This is an optimization exercise on Yosys and OpenROAD, whose aim is small area, a short achievable clock period and few clock cycles per item, not a production implementation.
Power is estimated from default activity; no workload was simulated.

rev 12:
==> flow/design.v <==
`default_nettype none
package resizer_pixel_pkg;
   typedef logic [7:0] chan_t;
   typedef struct packed {
      chan_t r;
      chan_t g;
      chan_t b;
   } pixel_t;
   typedef logic [95:0] col_t;    
   typedef logic [383:0] window_t;    
   typedef struct packed {
      logic [31:0] tdata;
   } stream_in_t;
endpackage
`default_nettype wire
`default_nettype none
package resizer_frame_pkg;
   localparam int FRAME_W = 16;
   localparam int FRAME_H = 10;
   localparam int WIN     = 4;       
   typedef logic [3:0]          x_t;
   typedef logic [3:0]          y_t;
   typedef logic [1:0]          slot_t;    
   typedef logic [4:0]          rows_t;    
   typedef enum logic [1:0] {
      WR_IDLE,
      WR_ACCEPT,
      WR_HOLD
   } wr_state_t;
   typedef enum logic [1:0] {
      RD_WAIT,
      RD_PRIME,
      RD_RUN,
      RD_CLEAR
   } rd_state_t;
endpackage
`default_nettype wire
`timescale 1ns/1ns
`default_nettype none
module bicubic_window_gen
(
   input  wire logic       i_clk,
   input  wire logic       i_rstn,
   input  wire logic       i_s_tvalid,
   input  resizer_pixel_pkg::stream_in_t      i_s_tdata,
   output logic            o_s_tready,
   output logic            o_m_tvalid,
   output resizer_pixel_pkg::window_t         o_m_tdata,
   output logic            o_m_tlast,
   input  wire logic       i_m_tready
);
   localparam int DEPTH = 51;
   logic [23:0] sr [0:DEPTH-1];
   logic [23:0] pix;
   logic [23:0] skid_d;
   logic        skid_v;
   logic [23:0] item;         
   logic        item_v;
   logic [7:0]  p;
   logic [7:0]  ic;
   logic        ahead;      
   logic        ov;         
   logic        rdy;        
   logic        last_q;     
   logic        slot_free;
   logic        accept;
   logic        take;       
   logic        split;      
   logic        shift;
   logic [DEPTH-1:0] en;
   assign pix        = {i_s_tdata.tdata[7:0], i_s_tdata.tdata[15:8], i_s_tdata.tdata[23:16]};
   assign o_s_tready = rdy && !skid_v;
   assign accept     = i_s_tvalid && o_s_tready;
   assign item_v     = skid_v || i_s_tvalid;
   assign item       = skid_v ? skid_d : pix;
   assign slot_free  = !ov || i_m_tready;
   assign take       = rdy && item_v && slot_free;
   assign split      = ahead && !last_q && i_m_tready && !item_v;
   assign shift      = take || split;
   always_comb begin
      for (int d = 0; d < DEPTH; d++) begin
         en[d] = take || (split && (8'(d) >= ic));
      end
   end
   always_ff @(posedge i_clk) begin
      if (en[0]) sr[0] <= item;
      for (int d = 1; d < DEPTH; d++) begin
         if (en[d]) sr[d] <= sr[d-1];
      end
   end
   always_ff @(posedge i_clk) begin
      if (!skid_v) skid_d <= pix;
   end
   logic [7:0] p_n;
   logic [7:0] ic_n;
   logic       ahead_n;
   logic       ov_n;
   logic [7:0] q_n;
   always_comb begin
      p_n     = p;
      ic_n    = ic;
      ahead_n = ahead;
      ov_n    = ov;
      if (ahead && last_q) begin
         if (ov && i_m_tready) begin
            ahead_n = 1'b0;
            ic_n    = ic + 8'(take);
            p_n     = 8'd12 + ic + 8'(take);
            ov_n    = take && (ic == 8'd51);
         end
      end else if (shift) begin
         p_n = p + 8'd1;
         if (ahead) begin
            ov_n = 1'b1;
            if (take) ic_n = ic + 8'd1;
         end else begin
            ov_n = (p >= 8'd63);
            if (ic == 8'd159) begin
               ic_n    = 8'd0;
               ahead_n = 1'b1;
            end else begin
               ic_n = ic + 8'd1;
            end
         end
      end else if (i_m_tready) begin
         ov_n = 1'b0;
      end
      q_n = p_n + 8'd1;    
   end
   logic [3:1] rs;       
   logic       ld;       
   logic       dup;      
   always_ff @(posedge i_clk) begin
      if (!i_rstn) begin
         rdy    <= 1'b0;
         ov     <= 1'b0;
         ahead  <= 1'b0;
         ic     <= 8'd0;
         p      <= 8'd12;
         last_q <= 1'b0;
         skid_v <= 1'b0;
         rs     <= '0;
         ld     <= 1'b0;
         dup    <= 1'b0;
      end else begin
         rdy    <= 1'b1;
         ov     <= ov_n;
         ahead  <= ahead_n;
         ic     <= ic_n;
         p      <= p_n;
         last_q <= (p_n == 8'd223);
         skid_v <= (skid_v || accept) && !take;
         rs[1]  <= (q_n[7:4] == 4'd13);
         rs[2]  <= (q_n[7:4] >= 4'd12) && (q_n[7:4] <= 4'd13);
         rs[3]  <= (q_n[7:4] >= 4'd11) && (q_n[7:4] <= 4'd13);
         ld     <= (q_n[3:0] == 4'd0);
         dup    <= (q_n[3:0] >= 4'd13);
      end
   end
   logic [23:0] t   [0:3][0:3];    
   logic [23:0] tc  [0:3][0:3];    
   always_comb begin
      for (int i = 0; i < 4; i++) begin
         for (int j = 0; j < 4; j++) begin
            if (i == 3 && j == 3) t[i][j] = item;
            else                  t[i][j] = sr[50 - 16*i - j];
         end
      end
      for (int j = 0; j < 4; j++) begin
         tc[0][j] = t[0][j];
         for (int i = 1; i < 4; i++) begin
            tc[i][j] = rs[i] ? tc[i-1][j] : t[i][j];
         end
      end
   end
   always_ff @(posedge i_clk) begin
      if (shift) begin
         for (int i = 0; i < 4; i++) begin
            for (int j = 0; j < 3; j++) begin
               o_m_tdata[96*j + 24*i +: 24] <= ld ? tc[i][j] : o_m_tdata[96*(j+1) + 24*i +: 24];
            end
         end
      end
      if (shift && !dup) begin
         for (int i = 0; i < 4; i++) begin
            o_m_tdata[288 + 24*i +: 24] <= tc[i][3];
         end
      end
   end
   assign o_m_tvalid = ov;
   assign o_m_tlast  = last_q;
endmodule
`default_nettype wire
==> flow/config.mk <==
export PLATFORM = sky130hd
export DESIGN_NAME = bicubic_window_gen
export DESIGN_NICKNAME = bicubic_window_gen
export VERILOG_FILES = /design/flow/design.v
export SDC_FILE = /design/flow/constraint.sdc
export NUM_CORES = 4
export LEC_CHECK = 0
export CAP_MARGIN = 20
export CORE_MARGIN = 6
export CORE_UTILIZATION = 45
export SETUP_SLACK_MARGIN = 2.5
export SLEW_MARGIN = 20
==> flow/constraint.sdc <==
create_clock -name core_clock -period 5.5 [get_ports {i_clk}]
set_input_delay 1.1000 -clock core_clock [delete_from_list [all_inputs] [get_ports {i_clk}]]
set_output_delay 1.1000 -clock core_clock [all_outputs]
set_load 0.01 [all_outputs]
standard.sh (not shown) runs the stock make flow with config.mk's settings and CLKGATE_MAP_FILE= SYNTH_SCRIPT=/design/flow/synth_recipe.tcl, a recipe that flattens the netlist after the stock synthesis.
==> flow/flow/run.sh <==
#!/bin/bash
set -euo pipefail
export BUFFER_PORTS_ARGS="-buffer_cell sky130_fd_sc_hd__buf_1"
bash standard.sh finish > flow_standard.log 2>&1
Per the final summary, rev 12 finished and its layout is clean on timing, DRC and antenna.
Inputs modified between rev 12 and rev 13:
--- a/flow/design.v
+++ b/flow/design.v
@@ -63,4 +63,5 @@
    logic        rdy;        
    logic        last_q;     
+   logic        run_a;      
    logic        slot_free;
    logic        accept;
@@ -76,9 +77,9 @@
    assign slot_free  = !ov || i_m_tready;
    assign take       = rdy && item_v && slot_free;
-   assign split      = ahead && !last_q && i_m_tready && !item_v;
-   assign shift      = take || split;
+   assign split      = run_a && i_m_tready && !item_v;
+   assign shift      = (i_m_tready && (run_a || (rdy && item_v))) || (!ov && rdy && item_v);
    always_comb begin
       for (int d = 0; d < DEPTH; d++) begin
-         en[d] = take || (split && (8'(d) >= ic));
+         en[d] = shift && (i_s_tvalid || skid_v || (8'(d) >= ic));
       end
    end
@@ -139,4 +140,5 @@
          p      <= 8'd12;
          last_q <= 1'b0;
+         run_a  <= 1'b0;
          skid_v <= 1'b0;
          rs     <= '0;
@@ -150,4 +152,5 @@
          p      <= p_n;
          last_q <= (p_n == 8'd223);
+         run_a  <= ahead_n && (p_n != 8'd223);
          skid_v <= (skid_v || accept) && !take;
          rs[1]  <= (q_n[7:4] == 4'd13);
--- outcome ---
Count of clock-buffer cells in the layout: rev 13 < rev 12
Status: sequential share of layout area parity (rev 12, rev 13)
The synthesis-stage register bit count was comparable across rev 12 and rev 13.
Comparing rev 12 with rev 13, the mean post-synth cell area came out essentially unchanged.
Fraction of power consumed by sequential logic in rev 13 vs rev 12: down 0.3 points
As far as final number of hold-violating endpoints goes, rev 12 and rev 13 are indistinguishable; the numbers are identical.
There was hardly any difference in flip-flop and latch count between rev 12 and rev 13.
Part of the cycle the worst path needs was higher in the run labelled rev 12.
Relative to rev 12, final critical-path setup slack has increased by 0.025 ns in rev 13.
Rev 13 vs rev 12 — number of global-route vias before repair climbed slightly
Sort rev 12 and rev 13 by non-clock buffer share of cell area asc -> top: rev 13
Compared rev 13 against rev 12; arithmetic-cell share of the synthesized area counting full adders, half adders and majority gates within noise.
No run of this note included a check of the RTL's function; only the layout flow was run.

-- separate check: timing with driven ports --
How much do the figures lean on ideal ports? The routed layouts below were timed once more, with nothing changed but the port constraints. Step 1, drivers: a clkbuf_16 drives i_clk and a buf_2 each remaining input, both assumed. Step 2 also shifts input and output timing later by t, the mid clock arrival at the registers, as if the neighbouring blocks saw the same clock. Slacks: no drivers / after step 1 / after step 2; pairs: no drivers / after step 1.
run	t, ns	setup slack, ns	clock arrival spread, ns	cell pins on the clock port's net
rev 12	0.826	2.477 / 2.477 / 1.728	0.029 / 0.029	1
rev 13	0.829	2.502 / 2.494 / 1.665	0.038 / 0.038	1
After both steps every run listed still meets setup and hold. For rev 13, which loses most, drivers alone change the setup slack by -0.008 ns; drivers and shift together by -0.837 ns.
